Source: an optimization exercise on an open RTL-to-GDS flow (aim: small area and a short achievable clock period). Production flows keep margins and buffers that such runs may drop.
No functional check of the RTL was part of any run shown here.
Power is estimated from default activity; no workload was simulated.

File: flow/flow/run.sh
#!/bin/bash
# Own layout flow: the standard synthesis unchanged, then the standard
# ORFS steps with a few resizer and clock-tree settings changed:
#  - the resizer may swap a cell for any cell of the same function, not only
#    one with the same footprint (so port buffers and delay cells can become
#    plain buffers of the right size);
#  - ports are buffered with buf_4 instead of the default choice;
#  - clock-tree sink clusters of up to 25 sinks within 70 um, no dummy loads.
# Each step's full output goes to a log file in this folder.
set -euo pipefail
bash standard.sh synth > synth.log 2>&1
bash standard.sh \
  MATCH_CELL_FOOTPRINT=0 \
  "BUFFER_PORTS_ARGS=-buffer_cell sky130_fd_sc_hd__buf_4" \
  "CTS_ARGS=-sink_clustering_enable -repair_clock_nets -sink_clustering_size 25 -sink_clustering_max_diameter 70 -dont_use_dummy_load" \
  finish > layout.log 2>&1
File: flow/standard.sh
#!/bin/bash
# synth_recipe.tcl (not shown) runs the flow's synth.tcl, then flattens the netlist and writes it again
# the make line also repeats each setting of config.mk as NAME=value (left out here)
make -C /OpenROAD-flow-scripts/flow DESIGN_CONFIG=/design/flow/config.mk WORK_HOME=/design/flow/orfs CLKGATE_MAP_FILE= SYNTH_SCRIPT=/design/flow/synth_recipe.tcl "${@:-finish}"
File: flow/config.mk
export PLATFORM = sky130hd
export DESIGN_NAME = BackEnd
export DESIGN_NICKNAME = BackEnd
export VERILOG_FILES = /design/flow/design.v
export SDC_FILE = /design/flow/constraint.sdc
export NUM_CORES = 4
export LEC_CHECK = 0
export ABC_AREA = 1
export CAP_MARGIN = 20
export CORE_MARGIN = 2
export CORE_UTILIZATION = 40
export CTS_CLUSTER_DIAMETER = 70
export CTS_CLUSTER_SIZE = 25
export PLACE_DENSITY = 0.6
export SETUP_SLACK_MARGIN = 2.5
export SLEW_MARGIN = 20
export SYNTH_MEMORY_MAX_BITS = 16384
File: flow/constraint.sdc
create_clock -name core_clock -period 5.0 [get_ports {Clock}]
set_input_delay 1.0000 -clock core_clock [delete_from_list [all_inputs] [get_ports {Clock}]]
set_output_delay 1.0000 -clock core_clock [all_outputs]
set_load 0.01 [all_outputs]
File: flow/design.v
`default_nettype none
package BackEndPkg;
    localparam int DataMemWords = 64;
    localparam int DataMemAddrBits = $clog2(DataMemWords);
    localparam logic [31:0] LinkOffset = 32'd8;
    typedef enum logic [3:0] {
        AluAdd  = 4'd0,
        AluSub  = 4'd1,
        AluAnd  = 4'd2,
        AluOr   = 4'd3,
        AluXor  = 4'd4,
        AluNor  = 4'd5,
        AluSlt  = 4'd6,
        AluSltu = 4'd7,
        AluSll  = 4'd8,
        AluSrl  = 4'd9,
        AluSra  = 4'd10,
        AluLui  = 4'd11
    } AluOp;
    typedef enum logic [1:0] {
        SelWord = 2'd0,
        SelHalf = 2'd1,
        SelByte = 2'd2
    } ByteSel;
    typedef enum logic [1:0] {
        WbAlu  = 2'd0,
        WbMem  = 2'd1,
        WbLink = 2'd2
    } WbSrc;
    typedef struct packed {
        AluOp        Op;
        logic [31:0] OperandA;
        logic [31:0] OperandB;
        logic [31:0] StoreData;
        logic [31:0] Pc;
        logic [4:0]  RegDest;
        logic        RegWrite;
        logic        MemRead;
        logic        MemWrite;
        logic        SignedLoad;
        ByteSel      Width;
        WbSrc        Source;
    } IssueBundle;
    typedef struct packed {
        logic [31:0] AluResult;
        logic [31:0] StoreData;
        logic [31:0] Pc;
        logic [4:0]  RegDest;
        logic        RegWrite;
        logic        MemRead;
        logic        MemWrite;
        logic        SignedLoad;
        ByteSel      Width;
        WbSrc        Source;
    } ExMemBundle;
    typedef struct packed {
        logic [31:0] AluResult;
        logic [31:0] LoadData;
        logic [31:0] Pc;
        logic [4:0]  RegDest;
        logic        RegWrite;
        WbSrc        Source;
    } MemWbBundle;
    typedef struct packed {
        logic        Enable;
        logic [4:0]  Dest;
        logic [31:0] Data;
    } RegWritePort;
endpackage
`default_nettype wire
`default_nettype none
module BackEnd (
    input  wire logic         Clock,
    input  wire logic         rst,
    input  wire logic [144:0] Issue,
    input  wire logic         IssueValid,
    output wire logic [37:0]  WriteBack
);
    localparam int Words = BackEndPkg::DataMemWords;
    BackEndPkg::IssueBundle iss;
    assign iss = Issue;
    logic [31:0] opA, opB;
    assign opA = iss.OperandA;
    assign opB = iss.OperandB;
    logic        subtract;
    logic [31:0] addB;
    assign subtract = iss.Op == BackEndPkg::AluSub;
    assign addB     = opB ^ {32{subtract}};
    logic signedCompare;
    logic lessThan;
    assign signedCompare = iss.Op == BackEndPkg::AluSlt;
    assign lessThan = {opA[31] ^ signedCompare, opA[30:0]} < {opB[31] ^ signedCompare, opB[30:0]};
    logic [4:0]  shamt;
    logic [31:0] shl, shr;
    logic [31:0] logicValue;
    assign shamt = opB[4:0];
    assign shl   = opA << shamt;
    assign shr   = 32'($signed({iss.Op[1] & opA[31], opA}) >>> shamt);
    always_comb begin
        case (iss.Op)
            BackEndPkg::AluOr:   logicValue = opA | opB;
            BackEndPkg::AluXor:  logicValue = opA ^ opB;
            BackEndPkg::AluNor:  logicValue = ~(opA | opB);
            BackEndPkg::AluSll:  logicValue = shl;
            BackEndPkg::AluSrl:  logicValue = shr;
            BackEndPkg::AluSra:  logicValue = shr;
            BackEndPkg::AluLui:  logicValue = {opB[15:0], 16'd0};
            default:             logicValue = opA & opB;
        endcase
    end
    logic useSum, useLess;
    assign useSum  = iss.Op == BackEndPkg::AluAdd || iss.Op == BackEndPkg::AluSub;
    assign useLess = iss.Op == BackEndPkg::AluSlt || iss.Op == BackEndPkg::AluSltu;
    logic [7:0] addressSum, addressDiff;
    assign addressSum  = opA[7:0] + opB[7:0];
    assign addressDiff = opA[7:0] - opB[7:0];
    logic [7:0] address;
    always_comb begin
        if (iss.Op == BackEndPkg::AluAdd)
            address = addressSum;
        else if (iss.Op == BackEndPkg::AluSub)
            address = addressDiff;
        else if (useLess)
            address = 8'd0;
        else
            address = logicValue[7:0];
    end
    logic        accept;
    logic        isLoad, isStore, isLink, isWord, isHalf, isByte;
    logic [1:0]  lane;
    logic [31:0] storeLanes;
    logic [31:0] otherValue;
    logic [Words-1:0] wordSel;
    assign accept  = IssueValid & ~rst;
    assign isLoad  = iss.MemRead;
    assign isStore = iss.MemWrite;
    assign isLink  = iss.Source == BackEndPkg::WbLink;
    assign isWord  = iss.Width == BackEndPkg::SelWord;
    assign isHalf  = iss.Width == BackEndPkg::SelHalf;
    assign isByte  = iss.Width == BackEndPkg::SelByte;
    assign lane    = address[1:0];
    always_comb begin
        case (iss.Width)
            BackEndPkg::SelHalf: storeLanes = {2{iss.StoreData[15:0]}};
            BackEndPkg::SelByte: storeLanes = {4{iss.StoreData[7:0]}};
            default:             storeLanes = iss.StoreData;
        endcase
    end
    always_comb begin
        if (isStore)
            otherValue = storeLanes;
        else if (isLink)
            otherValue = iss.Pc + BackEndPkg::LinkOffset;
        else if (useSum)
            otherValue = addB;
        else
            otherValue = logicValue;
    end
    always_comb begin
        for (int w = 0; w < Words; w++)
            wordSel[w] = address[7:2] == 6'(w);
    end
    logic       selSum, selOther, selLess;
    logic       selHiLane;
    always_comb begin
        selSum    = ~isLoad & ~isLink & useSum;
        selLess   = ~isLoad & ~isLink & useLess;
        selOther  = ~isLoad & ~selSum & ~selLess;
        selHiLane = isLoad & isWord;
    end
    function automatic logic [15:0] decodeLane(input logic [1:0] ln, input logic load,
                                               input logic byteWide, input logic halfWide,
                                               input logic signedLoad);
        logic [3:0] laneWrite, sel0Lane, signLane;
        logic       sel1Lane1, sel1Lane3, fill1, fillHi;
        if (halfWide)
            laneWrite = ln[1] ? 4'b1100 : 4'b0011;
        else if (byteWide)
            laneWrite = 4'b0001 << ln;
        else
            laneWrite = 4'b1111;
        sel0Lane   = load ? (4'b0001 << ln) : 4'b0000;
        sel1Lane1  = load & ~byteWide & ~ln[1];
        sel1Lane3  = load & ~byteWide & ln[1];
        if (load & signedLoad & byteWide)
            signLane = 4'b0001 << ln;
        else if (load & signedLoad & halfWide)
            signLane = ln[1] ? 4'b1000 : 4'b0010;
        else
            signLane = 4'b0000;
        fill1      = load & byteWide;
        fillHi     = load & (byteWide | halfWide);
        decodeLane = {laneWrite, sel0Lane, sel1Lane1, sel1Lane3, signLane, fill1, fillHi};
    endfunction
    logic [15:0] laneDec, laneDecLess0, laneDecLess1, laneDecAddr;
    assign laneDecLess0 = decodeLane(2'd0, isLoad, isByte, isHalf, iss.SignedLoad);
    assign laneDecLess1 = decodeLane(2'd1, isLoad, isByte, isHalf, iss.SignedLoad);
    assign laneDecAddr  = decodeLane(lane, isLoad, isByte, isHalf, iss.SignedLoad);
    assign laneDec      = !useLess ? laneDecAddr : lessThan ? laneDecLess1 : laneDecLess0;
    logic [31:0]      mAddA, mOther;
    logic             mSubtract;
    logic             mLess;
    logic [Words-1:0] mWordSel;
    logic [3:0]       mLaneWrite;
    logic             mEnable;
    logic [4:0]       mDest;
    logic             mSelSum, mSelOther, mSelLess;
    logic             mSelHiLane;
    logic [3:0]       mSel0Lane;
    logic             mSel1Lane1, mSel1Lane3;
    logic [3:0]       mSignLane;
    logic             mFill1, mFillHi;
    always_ff @(posedge Clock) begin
        mLaneWrite  <= (accept & isStore) ? laneDec[15:12] : 4'b0000;
        mEnable     <= accept & iss.RegWrite & (iss.RegDest != 5'd0);
        mAddA       <= opA;
        mSubtract   <= subtract;
        mOther      <= otherValue;
        mLess       <= lessThan;
        mWordSel    <= wordSel;
        mDest       <= iss.RegDest;
        mSelSum     <= selSum;
        mSelOther   <= selOther;
        mSelLess    <= selLess;
        mSelHiLane  <= selHiLane;
        {mSel0Lane, mSel1Lane1, mSel1Lane3, mSignLane, mFill1, mFillHi} <= laneDec[11:0];
    end
    logic [Words*32-1:0] memBits;
    always_ff @(posedge Clock) begin
        for (int w = 0; w < Words; w++) begin
            for (int l = 0; l < 4; l++) begin
                if (mWordSel[w] & mLaneWrite[l])
                    memBits[w*32 + l*8 +: 8] <= mOther[l*8 +: 8];
            end
        end
    end
    logic [31:0] readWord;
    always_comb begin
        readWord = 32'd0;
        for (int w = 0; w < Words; w++)
            readWord = readWord | ({32{mWordSel[w]}} & memBits[w*32 +: 32]);
    end
    logic [Words-1:0] wordSign;
    logic             sign;
    always_comb begin
        for (int w = 0; w < Words; w++)
            wordSign[w] = |(mSignLane & {memBits[w*32 + 31], memBits[w*32 + 23],
                                         memBits[w*32 + 15], memBits[w*32 + 7]});
    end
    assign sign = |(mWordSel & wordSign);
    logic [7:0]  r0, r1, r2, r3;
    logic [31:0] base;
    assign {r3, r2, r1, r0} = readWord;
    logic [31:0] sum;
    logic        carryIn;
    assign {sum, carryIn} = {mAddA, 1'b1} + {mOther, mSubtract};
    assign base = ({32{mSelSum}} & sum) | ({32{mSelOther}} & mOther)
                | {31'd0, mSelLess & mLess};
    logic        wEnable;
    logic [4:0]  wDest;
    logic [31:0] wBase, wRead;
    logic [3:0]  wSel0Lane;
    logic        wSel1Lane1, wSel1Lane3, wSelHiLane;
    logic        wFill1, wFill2, wFill3;
    always_ff @(posedge Clock) begin
        wEnable    <= mEnable & ~rst;
        wDest      <= mDest;
        wBase      <= base;
        wRead      <= readWord;
        wSel0Lane  <= mSel0Lane;
        wSel1Lane1 <= mSel1Lane1;
        wSel1Lane3 <= mSel1Lane3;
        wSelHiLane <= mSelHiLane;
        wFill1     <= mFill1 & sign;
        wFill2     <= mFillHi & sign;
        wFill3     <= mFillHi & sign;
    end
    logic [7:0]  q0, q1, q2, q3;
    logic [31:0] wData;
    assign {q3, q2, q1, q0} = wRead;
    always_comb begin
        wData[7:0]   = wBase[7:0]
                     | ({8{wSel0Lane[0]}} & q0) | ({8{wSel0Lane[1]}} & q1)
                     | ({8{wSel0Lane[2]}} & q2) | ({8{wSel0Lane[3]}} & q3);
        wData[15:8]  = wBase[15:8] | ({8{wSel1Lane1}} & q1) | ({8{wSel1Lane3}} & q3) | {8{wFill1}};
        wData[23:16] = wBase[23:16] | ({8{wSelHiLane}} & q2) | {8{wFill2}};
        wData[31:24] = wBase[31:24] | ({8{wSelHiLane}} & q3) | {8{wFill3}};
    end
    BackEndPkg::RegWritePort writeBackPort;
    assign writeBackPort.Enable = wEnable;
    assign writeBackPort.Dest   = wDest;
    assign writeBackPort.Data   = wData;
    assign WriteBack = writeBackPort;
endmodule
`default_nettype wire
==> notes.md, run 1 <==
leak pwr=between 30 and 40 nW; routability congestion estimate=between 1 and 1.5; Final setup viols=0; HPWL after detailed placement=242300 µm; post-synth cell types=64; post-detailed-route count of antenna-violating nets=0; vias in the first global route=about 62000; CP endpoint kind=primary output; Post-synth top cells=2655 x nand2_1, 2048 x edfxtp_1, 493 x inv_1; ys async rst share=0%; sw power=~10 mW; Synth Area per Inst=11.67 µm²; 1st-iter DRT viols=roughly 9900; nets=approximately 8500; Gate Count Post-Synth=7971; Syn-to-layout area delta=13.70%; Final Skew=0.1393 ns; Clock Tree Buf Depth=3; outcome=timing/DRC/antenna clean; Synth Cell Area=92980 µm²; share of cells above drive strength 1=between 10% and 20%; Clk network pwr share=28.3%; Synth area leader=edfxtp_1; fin crit period=3.002 ns; Reg power frac=roughly three fifths; Yosys Warn Count=1; Synth top area share=66.14%; first-pass GRT wire length=~490000 µm; WP data arrival=2.00 ns; R2R depth=9; IO Port Bufs=185; 1st-pass router iterations=6; Syn Nets=8254; final setup TNS=0 ns; P per Cell Area=358.5 nW/µm²; CTS tree=built; initial antenna violation count=12; Hold Crit Depth=0; critical path's largest stage delay=0.42 ns; Critical Path Source Type=flop; main flop type after synthesis=edfxtp_1; Post-synth EDFFs=2048; DR vias=approximately 66000; RR Startpoint=mWordSel[31]$_DFF_P_; Comb power frac=13.2%; Global Route Usage Sum=slightly below 30%; Slew Limit Fails=0; final global-route overflow total=0; internal cell power=27.68 mW; FP Rows=176; Top Ports=between 150 and 200; most common cell in the netlist=nand2_1; chip height=486.1 µm; top post-synthesis cells by area=edfxtp_1 66%, nand2_1 11%, dfxtp_1 5.1%; fin crit share=60.04%; worst path required time=4.00 ns; hold-fix buffer count after cts=0; Hold EP=wSelHiLane$_DFF_P_; Worst Max-Slew Pin Slew=0.9672 ns; Skew-Pair Late Insertion Delay=0.90 ns; MaxCap Viol Count=0; core area=230600 µm²; critical-path cell with the highest stage delay=dfxtp_4; RSZ-0062 raised after global routing=yes; # clock sinks=around 2300; reg2reg end=wFill3$_DFF_P_; routed wire length=362300 µm; R2R Setup Slk=~2.5 ns; Hold Path Origin=mSelHiLane$_DFF_P_; starting density of the core=between 40% and 50%; # DRC=0; Hold Path Class=reg -> reg; H-tree depth=4; final hold vios=0; critical-path cell list=a221oi_2 > nand3_2 > buf_6; Max VDD drop=0.3450 mV; die footprint=236300 µm²; pin count of the biggest net entering global routing=73; DR WL/cell=32.26 µm; CTS clock-pin slew for the worst setup and hold paths=0.08 ns; Yosys reg bits=2283; Root Driver=clkbuf_16; Fmax achieved=333.1 MHz; Num CTS Buffers=133; die width=a little under 500 µm; sequential element share of the synthesized area=71.20%; sw frac=26.96%; Crit Path Max Fanout=8; vias per inst=about 5.9; Setup CP Type=reg -> out; Worst slew margin=35.52%; final core occ=45.86%
cells in the final DEF, fill, tap and decap left out, types with 24 or more instances in the layout:
cell and n:
dfxtp_1 116, o22ai_1 27, nor4_1 66, clkbuf_16 147, nor2_1 238, dfxtp_4 50, nand2_2 57, buf_12 33
o211ai_1 40, dfxtp_2 69, edfxtp_1 2048, buf_4 365, a21oi_1 169, nand2_1 2584, buf_6 62, nand4_1 437
a21oi_4 24, nor3_1 29, inv_1 468, o21ai_1 43, o21ai_0 156, nand3_1 271, a22o_1 100, ha_1 116
per-layer routing:
layer / track usage, % / part of all wire [%]
met1: 40.51 / 39
met2: 45.85 / 45
met3: 6.215 / 11
met4: 12.34 / 4.9
met5: 0 / 0.021
per-stage QoR:
step                cell area (µm²)  hold WS, ns  std cells  total power [mW]  setup WS (ns)
finish                       105700       0.2451      11230             37.90          1.998
global route                 105700       0.2606      11220             38.67          1.971
CTS                          103700       0.2511      11150             37.35          1.987
detailed placement            98600       0.3121      10960             26.61         0.9454
global placement              98590       0.3108      10960             26.60         0.9680
floorplan                     93620       0.3096       7971             24.12          1.764
worst max-delay path, delay by kind of cell (launching register included):
kind            cells  cell delay [ns]
compound gates      1             0.30
buf+inv             1             0.18
flops               1             0.42
simple gates        1             0.22
power by group through the flow:
| stage | registers, mW | clock network, mW | logic, mW |
|---|---|---|---|
| global route | 22.2 | 11.3 | 5.18 |
| global placement | 22.5 | 0 | 4.14 |
| detailed placement | 22.5 | 0 | 4.15 |
| floorplan | 22.3 | 0 | 1.79 |
| finish | 22.2 | 10.7 | 5.00 |
| CTS | 22.1 | 10.8 | 4.53 |
final cells by class:
cell class / instances / area, µm²
clock buffer: 133 / 3328
sequential: 2283 / 66480
antenna: 8 / 20.02
inverter: 507 / 2067
timing repair inverter: 6 / 63.81
timing repair buffer: 488 / 4733
tap: 3026 / 3786
fill: 20770 / 124800
multi-input combinational: 4778 / 25250
timing repair:
item,CTS,global route
endpoints found under the setup margin,212,155
gates cloned,3,20
resized for setup,330,285
setup buffers,47,55
pin swaps,49,98
flip-flops by register name, summed over array words and instances, names as in the netlist, 5 cells and up:
| signal | cells |
|---|---|
| wDest | 5 |
| mWordSel | 64 |
| wRead | 32 |
| wBase | 32 |
| memBits | 2048 |
| mDest | 5 |
| mOther | 32 |
| mAddA | 32 |
how the worst max path moves through the flow:
stage	start	to
final	wSel0Lane[3]$_DFF_P_	WriteBack[4]
after global placement	Issue[78]	mWordSel[11]$_DFF_P_
after detailed placement	Issue[78]	mWordSel[59]$_DFF_P_
after floorplan	Issue[79]	mWordSel[43]$_DFF_P_
after global routing	wSel0Lane[3]$_DFF_P_	WriteBack[4]
after CTS	wSel0Lane[3]$_DFF_P_	WriteBack[4]
cell families (layout without fill, tap and decap cells):
group / after synthesis / after routing / share of synthesized area [%]
and+or+nand+nor: 3832 / 3835 / 17.53
DFF: 2283 / 2283 / 71.20
buffers and inverters: 913 / 1134 / 3.809
AOI/OAI and AO/OA: 767 / 767 / 5.225
adders and majority gates: 135 / 135 / 1.841
xor gates and xnor gates: 35 / 35 / 0.3297
muxes: 6 / 6 / 0.06459
other: 0 / 8 / 0
==> run 2: changes to the inputs <==
--- a/flow/design.v
+++ b/flow/design.v
@@ -84,8 +84,11 @@
     assign opB = iss.OperandB;
     logic        subtract;
     logic [31:0] addB;
-    assign subtract = iss.Op == BackEndPkg::AluSub;
+    logic [31:0] sum;
+    logic        carryIn;
+    assign subtract = iss.Op[0];
     assign addB     = opB ^ {32{subtract}};
+    assign {sum, carryIn} = {opA, 1'b1} + {addB, subtract};
     logic signedCompare;
     logic lessThan;
     assign signedCompare = iss.Op == BackEndPkg::AluSlt;
@@ -151,8 +154,6 @@
             otherValue = storeLanes;
         else if (isLink)
             otherValue = iss.Pc + BackEndPkg::LinkOffset;
-        else if (useSum)
-            otherValue = addB;
         else
             otherValue = logicValue;
     end
@@ -197,8 +198,7 @@
     assign laneDecLess1 = decodeLane(2'd1, isLoad, isByte, isHalf, iss.SignedLoad);
     assign laneDecAddr  = decodeLane(lane, isLoad, isByte, isHalf, iss.SignedLoad);
     assign laneDec      = !useLess ? laneDecAddr : lessThan ? laneDecLess1 : laneDecLess0;
-    logic [31:0]      mAddA, mOther;
-    logic             mSubtract;
+    logic [31:0]      mSum, mOther;
     logic             mLess;
     logic [Words-1:0] mWordSel;
     logic [3:0]       mLaneWrite;
@@ -213,8 +213,7 @@
     always_ff @(posedge Clock) begin
         mLaneWrite  <= (accept & isStore) ? laneDec[15:12] : 4'b0000;
         mEnable     <= accept & iss.RegWrite & (iss.RegDest != 5'd0);
-        mAddA       <= opA;
-        mSubtract   <= subtract;
+        mSum        <= sum;
         mOther      <= otherValue;
         mLess       <= lessThan;
         mWordSel    <= wordSel;
@@ -251,41 +250,34 @@
     logic [7:0]  r0, r1, r2, r3;
     logic [31:0] base;
     assign {r3, r2, r1, r0} = readWord;
-    logic [31:0] sum;
-    logic        carryIn;
-    assign {sum, carryIn} = {mAddA, 1'b1} + {mOther, mSubtract};
-    assign base = ({32{mSelSum}} & sum) | ({32{mSelOther}} & mOther)
+    assign base = ({32{mSelSum}} & mSum) | ({32{mSelOther}} & mOther)
                 | {31'd0, mSelLess & mLess};
+    logic [31:0] partA;
+    logic [15:0] partB;
+    logic        partFill;
+    always_comb begin
+        partA[7:0]   = base[7:0] | ({8{mSel0Lane[0]}} & r0) | ({8{mSel0Lane[1]}} & r1);
+        partB[7:0]   = ({8{mSel0Lane[2]}} & r2) | ({8{mSel0Lane[3]}} & r3);
+        partA[15:8]  = base[15:8] | ({8{mSel1Lane1}} & r1);
+        partB[15:8]  = ({8{mSel1Lane3}} & r3) | {8{mFill1 & sign}};
+        partA[23:16] = base[23:16] | ({8{mSelHiLane}} & r2);
+        partA[31:24] = base[31:24] | ({8{mSelHiLane}} & r3);
+        partFill     = mFillHi & sign;
+    end
     logic        wEnable;
     logic [4:0]  wDest;
-    logic [31:0] wBase, wRead;
-    logic [3:0]  wSel0Lane;
-    logic        wSel1Lane1, wSel1Lane3, wSelHiLane;
-    logic        wFill1, wFill2, wFill3;
+    logic [31:0] wPartA;
+    logic [15:0] wPartB;
+    logic        wPartFill;
+    logic [31:0] wData;
     always_ff @(posedge Clock) begin
-        wEnable    <= mEnable & ~rst;
-        wDest      <= mDest;
-        wBase      <= base;
-        wRead      <= readWord;
-        wSel0Lane  <= mSel0Lane;
-        wSel1Lane1 <= mSel1Lane1;
-        wSel1Lane3 <= mSel1Lane3;
-        wSelHiLane <= mSelHiLane;
-        wFill1     <= mFill1 & sign;
-        wFill2     <= mFillHi & sign;
-        wFill3     <= mFillHi & sign;
-    end
-    logic [7:0]  q0, q1, q2, q3;
-    logic [31:0] wData;
-    assign {q3, q2, q1, q0} = wRead;
-    always_comb begin
-        wData[7:0]   = wBase[7:0]
-                     | ({8{wSel0Lane[0]}} & q0) | ({8{wSel0Lane[1]}} & q1)
-                     | ({8{wSel0Lane[2]}} & q2) | ({8{wSel0Lane[3]}} & q3);
-        wData[15:8]  = wBase[15:8] | ({8{wSel1Lane1}} & q1) | ({8{wSel1Lane3}} & q3) | {8{wFill1}};
-        wData[23:16] = wBase[23:16] | ({8{wSelHiLane}} & q2) | {8{wFill2}};
-        wData[31:24] = wBase[31:24] | ({8{wSelHiLane}} & q3) | {8{wFill3}};
-    end
+        wEnable   <= mEnable & ~rst;
+        wDest     <= mDest;
+        wPartA    <= partA;
+        wPartB    <= partB;
+        wPartFill <= partFill;
+    end
+    assign wData = wPartA | {{16{wPartFill}}, wPartB};
     BackEndPkg::RegWritePort writeBackPort;
     assign writeBackPort.Enable = wEnable;
     assign writeBackPort.Dest   = wDest;
==> run 2 against run 1 <==
Global-route usage rose by 6.3 points. Synthesized cell count down 3.7%. Routed wire length increased by 22%. Worst hold slack better by 0.031 ns. Sequential cell count is 25 lower. Non-clock buffer count up 221. Clock-buffer cell count shrank 1. Critical endpoint is now wPartA[4]$_DFF_P_. Largest cell class unchanged.
==> notes.md, run 2 <==
outcome=timing/DRC/antenna clean (unchanged); Yosys Warn Count=1 (unchanged); Setup CP Type=reg -> reg (was reg -> out); DR vias=71700 (was 66000); max FFs per register=2048 (unchanged); share of cells above drive strength 1=18.18% (was 13.48%); Area after DPL=99860 µm² (was 98600 µm²); Yosys reg bits=2258 (was 2283); initial antenna violation count=31 (was 12); HPWL after detailed placement=288600 µm (was 242300 µm); fin crit share=57.03% (was 60.04%); commonest non-fill, non-tap cell in the layout=edfxtp_1 (was nand2_1); vias in the first global route=65710 (was 61970); Root Driver=clkbuf_16 (unchanged); # DRC=0 (unchanged); most common cell in the netlist=edfxtp_1 (was nand2_1); die width=488.3 µm (was 486.1 µm); Gate Count Post-Synth=7673 (was 7971); CP endpoint kind=flop (was primary output); FP Rows=177 (was 176); ys async rst share=0% (unchanged); Synth area leader=edfxtp_1 (unchanged); post-detailed-route count of antenna-violating nets=0 (unchanged); post-route design area=109700 µm² (was 105700 µm²); DR WL/cell=39.35 µm (was 32.26 µm); fin crit period=2.852 ns (was 3.002 ns); 1st-pass router iterations=6 (unchanged); starting density of the core=40.27% (was 40.33%); Clock Tree Buf Depth=3 (unchanged); final setup TNS=0 ns (unchanged); WP data arrival=3.56 ns (was 2.00 ns); Critical Path Source Type=flop (unchanged); pin count of the biggest net entering global routing=66 (was 73); biggest regs=memBits (2048), mWordSel (64) (unchanged); Hold Path Class=reg -> reg (unchanged); Syn-to-layout area delta=16.92% (was 13.70%); R2R Setup Slk=2.15 ns (was 2.47 ns); P per Cell Area=347.3 nW/µm² (was 358.5 nW/µm²); Final Skew=0.08698 ns (was 0.1393 ns); Global Route Usage Sum=35.86% (was 29.60%); first-pass GRT wire length=574200 µm (was 490100 µm); H-tree depth=4 (unchanged); final global-route overflow total=0 (unchanged); worst path required time=5.70 ns (was 4.00 ns); chip height=488.3 µm (was 486.1 µm); Synth Cell Area=93830 µm² (was 92980 µm²); commonest cells after routing, fill and taps aside=2048 x edfxtp_1, 1707 x nand2_1, 640 x inv_1 (was 2584 x nand2_1, 2048 x edfxtp_1, 468 x inv_1); IO Port Bufs=185 (unchanged); Max VDD drop=0.2636 mV (was 0.3450 mV); routed wire length=442900 µm (was 362300 µm); Slew Limit Fails=0 (unchanged); # clock sinks=2258 (was 2283); Synth Area per Inst=12.23 µm² (was 11.67 µm²); Worst slew margin=26.68% (was 35.52%); top post-synthesis cells by area=edfxtp_1 66%, nand2_1 7.1%, dfxtp_1 4.5% (was edfxtp_1 66%, nand2_1 11%, dfxtp_1 5.1%); Reg with most FFs=memBits (unchanged); Top Ports=186 (unchanged); nets=8387 (was 8480); Syn Nets=7955 (was 8254); Post-synth EDFFs=2048 (unchanged); CTS tree=built (unchanged); 1st-iter DRT viols=12900 (was 9868); Num CTS Buffers=132 (was 133); RSZ-0062 raised after global routing=yes (unchanged); MaxCap Viol Count=0 (unchanged); sequential element share of the synthesized area=70.03% (was 71.20%); Post-synth top cells=2048 x edfxtp_1, 1775 x nand2_1, 667 x inv_1 (was 2655 x nand2_1, 2048 x edfxtp_1, 493 x inv_1); core area=233000 µm² (was 230600 µm²); Post-Place Worst Slack=1.005 ns (was 0.9454 ns); routability congestion estimate=1.061 (was 1.003); Crit Path Max Fanout=13 (was 8); die footprint=238500 µm² (was 236300 µm²); Synth top area share=65.55% (was 66.14%); final hold vios=0 (unchanged); Worst Max-Slew Pin Slew=1.098 ns (was 0.9672 ns); Skew-Pair Late Insertion Delay=0.86 ns (was 0.90 ns); leak pwr=39.19 nW (was 37.55 nW); Fmax achieved=350.7 MHz (was 333.1 MHz); post-synth cell types=60 (was 64); CTS clock-pin slew for the worst setup and hold paths=0.10 ns (was 0.08 ns); main flop type after synthesis=edfxtp_1 (unchanged); Final setup viols=0 (unchanged); vias per inst=6.370 (was 5.878); setup ws final=2.148 ns (was 1.998 ns)
## run 2: cell types whose count changed after synthesis, sizes merged, moves of 35 or more
cell / before / now
a22o: 100 / 402
nor4: 86 / 51
nand2: 2661 / 1782
xor2: 23 / 59
inv: 503 / 674
o21ai: 224 / 297
a21oi: 214 / 162
buf: 97 / 140
nand4: 438 / 270
a221oi: 36 / 185
o22ai: 29 / 64
## run 2: worst paths after layout
path / start / to / cells past startpoint
hold / removal: mDest[1]$_DFF_P_ / wDest[1]$_DFF_P_ / 0
hold reg to reg: mDest[1]$_DFF_P_ / wDest[1]$_DFF_P_ / 0
setup reg to reg: mWordSel[55]$_DFF_P_ / wPartA[4]$_DFF_P_ / 7
setup / recovery: mWordSel[55]$_DFF_P_ / wPartA[4]$_DFF_P_ / 7
## run 2: worst max-delay path, stage by stage, from the launching register on
cell     delay (ns)
dfxtp_4        0.47
a22o_1         0.25
inv_1          0.08
nand4_1        0.41
nor4_4         0.38
nand4_1        0.69
nand2_1        0.26
nand4_1        0.11
## run 2: timing repair
item	4_1_cts	5_1_grt
setup buffers	172	116
gates resized for setup	457	381
endpoints found under the setup margin	262	181
hold buffers	0	0
gates cloned	10	10
pin swaps	112	176
## run 2: per-layer routing
layer | vias to the layer above | GRT usage [%] | share of wire [%]
met5 | - | 0 | 0.029
met1 | 35830 | 47.81 | 37
met3 | 1225 | 9.307 | 13
li1 | 28550 | - | -
met4 | 20 | 21.55 | 7.6
met2 | 6067 | 52.58 | 42
## run 2: logic make-up (layout without fill, tap and decap cells)
logic type	count (synthesis)	after routing	share of synthesized area, %
simple gates	2772	2776	12.62
flops	2258	2258	70.03
compound gates	1330	1330	10.26
buf+inv	1098	1524	4.523
fa+ha+maj	134	134	1.803
xor+xnor	76	76	0.7094
mux	5	5	0.05334
other cells	0	20	0
## run 2: per-stage QoR
step | total power, mW | utilization (%) | hold slack, ns | cells
5_1_grt | 38.71 | 47.07 | 0.2453 | 11240
2_1_floorplan | 23.94 | - | 0.3096 | 7673
3_5_place_dp | 26.54 | 42.86 | 0.3138 | 10800
3_3_place_gp | 26.51 | 42.86 | 0.3109 | 10800
6_report | 38.10 | 47.09 | 0.2756 | 11260
4_1_cts | 37.39 | 45.85 | 0.2365 | 11110
## run 2: power breakdown
| part | leakage (nW) | total (mW) | internal, mW | switching [mW] |
|---|---|---|---|---|
| combinational | 18.1 | 5.75 | 1.72 | 4.03 |
| sequential | 19.5 | 21.6 | 21.2 | 0.362 |
| clock | 1.63 | 10.8 | 4.70 | 6.06 |
| total | 39.2 | 38.1 | 27.7 | 10.4 |
## run 2: cell type report
cell class	instances	area (µm²)
timing repair inverter	4	48.80
multi-input combinational	4321	26680
antenna	20	50.05
fill	21020	123300
timing repair buffer	709	7000
tap	3132	3919
clock buffer	132	3303
sequential	2258	66030
inverter	679	2675
==> run 3: changes to the inputs <==
--- a/flow/config.mk
+++ b/flow/config.mk
@@ -8,10 +8,10 @@
 export ABC_AREA = 1
 export CAP_MARGIN = 20
 export CORE_MARGIN = 2
-export CORE_UTILIZATION = 40
+export CORE_UTILIZATION = 45
 export CTS_CLUSTER_DIAMETER = 70
 export CTS_CLUSTER_SIZE = 25
-export PLACE_DENSITY = 0.6
+export PLACE_DENSITY = 0.65
 export SETUP_SLACK_MARGIN = 2.5
 export SLEW_MARGIN = 20
 export SYNTH_MEMORY_MAX_BITS = 16384
==> run 3 against run 2 <==
Still clean on timing, DRC and antenna. Fmax shrank 0.66%. Clock skew is 0.031 ns higher. Synthesized cell count unchanged. Via count is 2.2% higher. Critical path type unchanged. Largest cell class unchanged. Largest power group unchanged.
==> notes.md, run 3 <==
final hold vios=0 (unchanged); chip height=460.6 µm (was 488.3 µm); Global Route Usage Sum=41.88% (was 35.86%); Root Driver=clkbuf_16 (unchanged); Synth top area share=65.55% (unchanged); Worst slew margin=19.06% (was 26.68%); CP endpoint kind=flop (unchanged); Crit. Startpoint=mWordSel[25]$_DFF_P_ (was mWordSel[55]$_DFF_P_); Crit Path Max Fanout=20 (was 13); core area=207300 µm² (was 233000 µm²); die width=460.6 µm (was 488.3 µm); leak pwr=40.07 nW (was 39.19 nW); R2R depth=7 (unchanged); max FFs per register=2048 (unchanged); Yosys reg bits=2258 (unchanged); final core occ=53.75% (was 47.09%); DR WL/cell=41.86 µm (was 39.35 µm); share of cells above drive strength 1=20.47% (was 18.18%); Gate Count Post-Synth=7673 (unchanged); most common cell in the netlist=edfxtp_1 (unchanged); # clock sinks=2258 (unchanged); Hold Path Class=reg -> reg (unchanged); biggest regs=memBits (2048), mWordSel (64) (unchanged); outcome=timing/DRC/antenna clean (unchanged); Hold EP=wDest[1]$_DFF_P_ (unchanged); pin count of the biggest net entering global routing=66 (unchanged); CTS tree=built (unchanged); post-synth cell types=60 (unchanged); # DRC=0 (unchanged); RR Startpoint=mWordSel[25]$_DFF_P_ (was mWordSel[55]$_DFF_P_); ys async rst share=0% (unchanged); Synth Area per Inst=12.23 µm² (unchanged); Skew-Pair Late Insertion Delay=0.88 ns (was 0.86 ns); Reg with most FFs=memBits (unchanged); 1st-pass router iterations=9 (was 6); Syn-to-layout area delta=18.74% (was 16.92%); routability congestion estimate=1.052 (was 1.061); R2R Setup Slk=2.13 ns (was 2.15 ns); Clock Tree Buf Depth=3 (unchanged); fin crit share=57.42% (was 57.03%); Synth Cell Area=93830 µm² (unchanged); die footprint=212200 µm² (was 238500 µm²); Layout Cells excl Fill=11030 (was 11260); Final Skew=0.1176 ns (was 0.08698 ns); Top Ports=186 (unchanged); Post-Place Worst Slack=0.9915 ns (was 1.005 ns); starting density of the core=45.27% (was 40.27%); final global-route overflow total=0 (unchanged); routed wire length=461800 µm (was 442900 µm); first-pass GRT wire length=592700 µm (was 574200 µm); vias in the first global route=66400 (was 65710); Synth area leader=edfxtp_1 (unchanged); hold-fix buffer count after cts=0 (unchanged); setup ws final=2.129 ns (was 2.148 ns); Area after DPL=99510 µm² (was 99860 µm²); Hold Path Origin=mDest[1]$_DFF_P_ (unchanged); Worst Max-Slew Pin Slew=1.214 ns (was 1.098 ns); RSZ-0062 raised after global routing=yes (unchanged); main flop type after synthesis=edfxtp_1 (unchanged); Hold Crit Depth=0 (unchanged); Yosys Warn Count=1 (unchanged); initial antenna violation count=51 (was 31); DR vias=73280 (was 71700); sequential element share of the synthesized area=70.03% (unchanged); post-detailed-route count of antenna-violating nets=0 (unchanged); CTS clock-pin slew for the worst setup and hold paths=0.10 ns (about the same); top post-synthesis cells by area=edfxtp_1 66%, nand2_1 7.1%, dfxtp_1 4.5% (unchanged); Max VDD drop=0.3247 mV (was 0.2636 mV); WP data arrival=3.50 ns (was 3.56 ns); post-route design area=111400 µm² (was 109700 µm²); 1st-iter DRT viols=14470 (was 12900); Fmax achieved=348.3 MHz (was 350.7 MHz); nets=8493 (was 8387); HPWL after detailed placement=303700 µm (was 288600 µm); commonest non-fill, non-tap cell in the layout=edfxtp_1 (unchanged); H-tree depth=4 (unchanged); IO Port Bufs=185 (unchanged); Post-synth EDFFs=2048 (unchanged); fin crit period=2.871 ns (was 2.852 ns); P per Cell Area=346.8 nW/µm² (was 347.3 nW/µm²); Setup CP Type=reg -> reg (unchanged); Syn Nets=7955 (unchanged); Slew Limit Fails=0 (unchanged); worst path required time=5.63 ns (was 5.70 ns); FP Rows=167 (was 177); Final setup viols=0 (unchanged); final setup TNS=0 ns (unchanged); commonest cells after routing, fill and taps aside=2048 x edfxtp_1, 1688 x nand2_1, 634 x inv_1 (was 2048 x edfxtp_1, 1707 x nand2_1, 640 x inv_1); vias per inst=6.644 (was 6.370); MaxCap Viol Count=0 (unchanged); Critical Path Source Type=flop (unchanged); Num CTS Buffers=130 (was 132); reg2reg end=wPartA[4]$_DFF_P_ (unchanged); Placed Instances=10460 (was 10800); Post-synth top cells=2048 x edfxtp_1, 1775 x nand2_1, 667 x inv_1 (unchanged)
-- run 3: changes by cell type in the layout (fill, tap and decap cells not counted), moves of 9 or more --
cell     previous run  this run
nand3_1           238       214
diode_2            20        33
nor2_1            185       172
o21ai_0           208       193
dfxtp_1            93       103
nand2_4            20        29
nand3_2            25        43
buf_6              64       123
o21ai_2            25        42
buf_4             535       560
nand2_1          1707      1688
-- run 3: worst max-delay path, stage by stage (launching register included) --
cell and delay (ns):
dfxtp_4 0.55, buf_4 0.31, nand2_1 0.08, nand4_1 0.15
nor4_1 0.53, nand4_1 0.35, nand2_1 0.35, nand4_1 0.31
-- run 3: what timing repair did --
item | in CTS | in global routing
buffers inserted | 205 | 177
cloned | 12 | 14
gates resized for setup | 536 | 572
setup endpoints to repair | 245 | 178
pin swaps | 134 | 243
-- run 3: area by class of cell --
class	instances	area [µm²]
fillers	17430	95870
well taps	2788	3488
inverters	679	2671
repair inverters	4	50.05
diodes	33	82.58
flip-flops and latches	2258	66010
repair buffers	817	8314
multi-input cells	4321	27540
clock buffers	130	3253
-- run 3: worst max path at each step --
| stage | to | slack, ns | cells past startpoint |
|---|---|---|---|
| 6_report | wPartA[4]$_DFF_P_ | 2.13 | 7 |
| 2_1_floorplan | mSum[20]$_DFF_P_ | 1.59 | 17 |
| 3_3_place_gp | mWordSel[37]$_DFF_P_ | 0.96 | 15 |
| 5_1_grt | WriteBack[20] | 2.19 | 3 |
| 4_1_cts | wPartA[4]$_DFF_P_ | 2.12 | 9 |
| 3_5_place_dp | mWordSel[32]$_DFF_P_ | 0.99 | 15 |
-- run 3: cell families (layout without fill, tap and decap cells) --
logic type	after synthesis	count (layout)	share of synthesized area, %
simple gates	2772	2776	12.62
xor+xnor	76	76	0.7094
mux	5	5	0.05334
other cells	0	33	0
buf+inv	1098	1630	4.523
fa+ha+maj	134	134	1.803
flops	2258	2258	70.03
compound gates	1330	1330	10.26
-- run 3: layer usage --
| metal | global-route usage [%] | vias up | share of wire, % |
|---|---|---|---|
| li1 | - | 28790 | - |
| met3 | 11.41 | 1476 | 14 |
| met1 | 53.77 | 36160 | 34 |
| met4 | 28.87 | 20 | 8.9 |
| met5 | 0 | - | 0.091 |
| met2 | 61.79 | 6838 | 43 |
-- run 3: through the flow --
stage	hold slack [ns]	power (mW)
global placement	0.3120	26.60
floorplan	0.3096	23.94
CTS	0.3001	37.55
global route	0.3021	39.12
detailed placement	0.3143	26.62
finish	0.3107	38.64
-- run 3: power breakdown --
group	leakage [nW]	internal (mW)	switching, mW
clock	1.60	4.63	6.06
sequential	19.5	21.2	0.395
combinational	19.0	2.00	4.32

## re-timing with driven ports
The results above use ideal ports. As a check the final layouts listed here were re-extracted and re-timed, cells and wires unchanged. Step 1 (the two cells are an assumption about what drives the block):
set clk [get_ports {Clock}]
set_driving_cell -lib_cell sky130_fd_sc_hd__clkbuf_16 $clk
set_driving_cell -lib_cell sky130_fd_sc_hd__buf_2 [delete_from_list [all_inputs] $clk]
Step 2 also shifts input and output timing later by t, the mid clock arrival at the registers, as if the neighbouring blocks saw the same clock. a / b / c = ideal ports / drivers / drivers and shift; a / b = the first two.
| run | t, ns | setup slack, ns | worst hold slack (ns) | slew at the worst register clock pin (ns) | worst data-port slew with drivers (ns) |
|---|---|---|---|---|---|
| run 1 | 0.913 | 1.998 / 1.913 / 1.524 | 0.245 / 0.227 / 0.245 | 0.10 / 0.10 | 0.24 |
| run 2 | 0.933 | 2.148 / 2.111 / 1.268 | 0.276 / 0.203 / 0.276 | 0.10 / 0.10 | 0.35 |
| run 3 | 0.919 | 2.129 / 2.084 / 1.260 | 0.311 / 0.255 / 0.311 | 0.10 / 0.10 | 0.39 |
After both steps every run listed still meets setup and hold. The setup slack of run 2, which loses most, moves by -0.037 ns with the drivers and by -0.880 ns with both steps.
